Source: an optimization exercise on an open RTL-to-GDS flow (aim: small area). Production flows keep margins and buffers that such runs may drop. RTL that was checked went through simulation tests only; none was proved equivalent to the original. Power and IR drop assume default switching activity.

Design adventureTop, start of the top module:
module adventureTop (
	input  logic       turn,
	input  logic       rst,
	input  logic [3:0] buttons,
	input  adventurePkg::pixelX_t    pixelX,
	input  adventurePkg::pixelY_t    pixelY,
	input  logic       blank,
	input  adventurePkg::color_t     mapPixel,
	output adventurePkg::color_t     color,
	output adventurePkg::roomCoord_t roomX,
	output adventurePkg::roomCoord_t roomY,
	output adventurePkg::color_t     roomColor
);
For scale: about 890 cells after synthesis, about 90 flip-flops, roughly 58 I/O pins.
clock: 5.0 ns
lec_check: 0
cap_margin: 0
core_margin: 2
core_utilization: 66
cts_buf_list: sky130_fd_sc_hd__clkbuf_8
gpl_timing_driven: 0
setup_slack_margin: 0.08
slew_margin: 0
standard.sh (not shown) runs the stock make flow with config.mk's settings and CLKGATE_MAP_FILE= SYNTH_SCRIPT=/design/flow/synth_recipe.tcl, a recipe that flattens the netlist after the stock synthesis.
==> flow/flow/run.sh <==
#!/bin/bash
# Layout flow: the standard flow, except that the port buffers are the
# smallest buffer cell and clock tree synthesis uses larger sink clusters and
# no dummy loads. The flow's output goes to standard.log here; each step's
# log is kept in orfs/logs/ by the flow scripts.
set -o pipefail
bash standard.sh finish "BUFFER_PORTS_ARGS=-buffer_cell sky130_fd_sc_hd__buf_1" \
	"CTS_ARGS=-sink_clustering_enable -repair_clock_nets -buf_list sky130_fd_sc_hd__clkbuf_8 -dont_use_dummy_load -sink_clustering_size 20 -sink_clustering_max_diameter 80" \
	> standard.log 2>&1
Rerun with:
--- a/flow/design.v
+++ b/flow/design.v
@@ -122,40 +122,26 @@
 		logic c;
 		c = 1'b0;
 		for (int i = 0; i < 5; i++) begin
 			add5[i] = a[i] ^ b[i] ^ c;
 			c = (a[i] & b[i]) | (a[i] & c) | (b[i] & c);
 		end
 		add5[5] = c;
 	endfunction
 	function automatic logic hz5(input logic [4:0] a, input logic [4:0] b, input logic cin);
-		logic [4:0] s;
-		logic neg, pb;
-		s = a ^ b;
-		neg = 1'b1;
-		pb = 1'b0;
-		for (int i = 0; i < 5; i++) begin
-			neg = neg && (s[i] == pb);
-			pb = pb || b[i];
-		end
-		hz5 = cin ? &s : neg;
+		hz5 = ((a[0] ^ b[0]) == cin);
+		for (int i = 1; i < 5; i++)
+			hz5 = hz5 && ((a[i] ^ b[i]) == (a[i-1] | b[i-1]));
 	endfunction
 	function automatic logic hz4(input logic [3:0] a, input logic [3:0] b, input logic cin);
-		logic [3:0] s;
-		logic neg, pb;
-		s = a ^ b;
-		neg = 1'b1;
-		pb = 1'b0;
-		for (int i = 0; i < 4; i++) begin
-			neg = neg && (s[i] == pb);
-			pb = pb || b[i];
-		end
-		hz4 = cin ? &s : neg;
+		hz4 = ((a[0] ^ b[0]) == cin);
+		for (int i = 1; i < 4; i++)
+			hz4 = hz4 && ((a[i] ^ b[i]) == (a[i-1] | b[i-1]));
 	endfunction
 	function automatic logic geK(input logic [9:0] v, input logic [9:0] c);
 		logic gt, eq;
 		gt = 1'b0;
 		eq = 1'b1;
 		for (int i = 9; i >= 0; i--) begin
 			if (c[i]) begin
 				eq = eq && v[i];
 			end else begin
The changed run finished with timing, DRC and antenna clean.
Combinational power decreases by about 8%.
Clock skew is lower by 0.0054 ns.
Wire length fell by 0.78%.
Critical path depth goes up by 3.
First-iteration DRC count went down by 19%.
Clock power goes up by about 2%.
Design area is lower by 1.5%.
Sequential power hardly moves.
Global-route usage grows by 0.76 points.
Count of clock-buffer cells in the layout stays the same.
Cell count shrinks by 2.2%.
Worst setup slack improves by 0.050 ns.
Sequential cell count stays the same.
Die area shrinks by 1.8%.
Only the layout flow was run in the first run of this note; the RTL was not checked for function there.

* * *

Another version of the RTL of adventureTop (not shown whole).
Size: ~910 cells after synthesis, ~88 flip-flops, ~0.0077 mm^2 of cells after synthesis.
==> flow/design.v (excerpt) <==
module adventureTop (
	input  logic       turn,
	input  logic       rst,
	input  logic [3:0] buttons,
	input  adventurePkg::pixelX_t    pixelX,
	input  adventurePkg::pixelY_t    pixelY,
	input  logic       blank,
	input  adventurePkg::color_t     mapPixel,
	output adventurePkg::color_t     color,
	output adventurePkg::roomCoord_t roomX,
	output adventurePkg::roomCoord_t roomY,
	output adventurePkg::color_t     roomColor
);
	localparam int KX = -16;
	localparam int KY = -15;
	localparam int OX = 15 - KX;   
	localparam int QY = -KY;       
	logic [3:0] count;
	logic       step;
	logic       bump;
	logic [9:0] px_n, cx_n, ox_n;
	logic [8:0] py_n, cy_n, oy_n;
	logic       yU, bU;
	logic [1:0] held;
	logic [3:0] rc;      
	function automatic logic [9:0] add10(input logic [9:0] a, input logic [9:0] b);
		logic c;
		c = 1'b0;
		for (int i = 0; i < 10; i++) begin
			add10[i] = a[i] ^ b[i] ^ c;
			c = (a[i] & b[i]) | (a[i] & c) | (b[i] & c);
		end
	endfunction
	function automatic logic [8:0] add9(input logic [8:0] a, input logic [8:0] b);
  ...
Settings: LEC_CHECK=0, CAP_MARGIN=0, CORE_MARGIN=2, CORE_UTILIZATION=70, CTS_BUF_LIST=sky130_fd_sc_hd__clkbuf_8, GPL_TIMING_DRIVEN=0, SETUP_SLACK_MARGIN=0.08, SLEW_MARGIN=0; clock period 5.0 ns.
Scripts as last shown in full above: flow/flow/run.sh
Rerun with:
--- a/flow/design.v
+++ b/flow/design.v
@@ -73,23 +73,23 @@
 	input  logic [3:0] buttons,
 	input  adventurePkg::pixelX_t    pixelX,
 	input  adventurePkg::pixelY_t    pixelY,
 	input  logic       blank,
 	input  adventurePkg::color_t     mapPixel,
 	output adventurePkg::color_t     color,
 	output adventurePkg::roomCoord_t roomX,
 	output adventurePkg::roomCoord_t roomY,
 	output adventurePkg::color_t     roomColor
 );
 	localparam int KX = -16;
-	localparam int KY = -15;
+	localparam int KY = -20;
 	localparam int OX = 15 - KX;   
 	localparam int QY = -KY;       
 	logic [3:0] count;
 	logic       step;
 	logic       bump;
 	logic [9:0] px_n, cx_n, ox_n;
 	logic [8:0] py_n, cy_n, oy_n;
 	logic       yU, bU;
 	logic [1:0] held;
 	logic [3:0] rc;      
 	function automatic logic [9:0] add10(input logic [9:0] a, input logic [9:0] b);
Result: Routed wire length barely changes. Sequential cell count is unchanged. Register-to-register slack is better by 0.11 ns. Setup slack gets worse by 0.016 ns. Global-route usage is higher by 0.20 points.
For the first run of this note, only the layout was checked, not whether the RTL still works.

static timing again, ports no longer ideal:
Ports are ideal in the flow. The routed layouts listed here were re-timed in OpenROAD. Step 1, drivers: a clkbuf_16 drives turn and a buf_2 each remaining input, both assumed. Step 2 adds t to the input delays and takes it off the output delays; t is the mean of the earliest and latest rising clock arrival at the registers after step 1. Input paths then give back, and output paths get back, about the clock's delay inside the block. Three values: ideal ports, drivers, drivers and shift; two values: the first two.
run | t (ns) | slack for setup (ns) | worst setup path after step 2 | worst slew at a driven data input, ns
the first run of note 1 | 0.413 | 0.163 / 0.179 / -0.234 | input to register | 0.04
the second run of note 1 | 0.420 | 0.213 / 0.225 / -0.195 | input to register | 0.04
the first run of note 2 | 0.389 | 0.208 / 0.208 / -0.145 | input to register | 0.04
the second run of note 2 | 0.414 | 0.192 / 0.203 / -0.211 | input to register | 0.04
With both steps, setup timing fails in every run listed, where it was met with ideal ports. The setup slack of the second run of note 1, which loses most, moves by +0.012 ns with the drivers and by -0.408 ns with both steps.
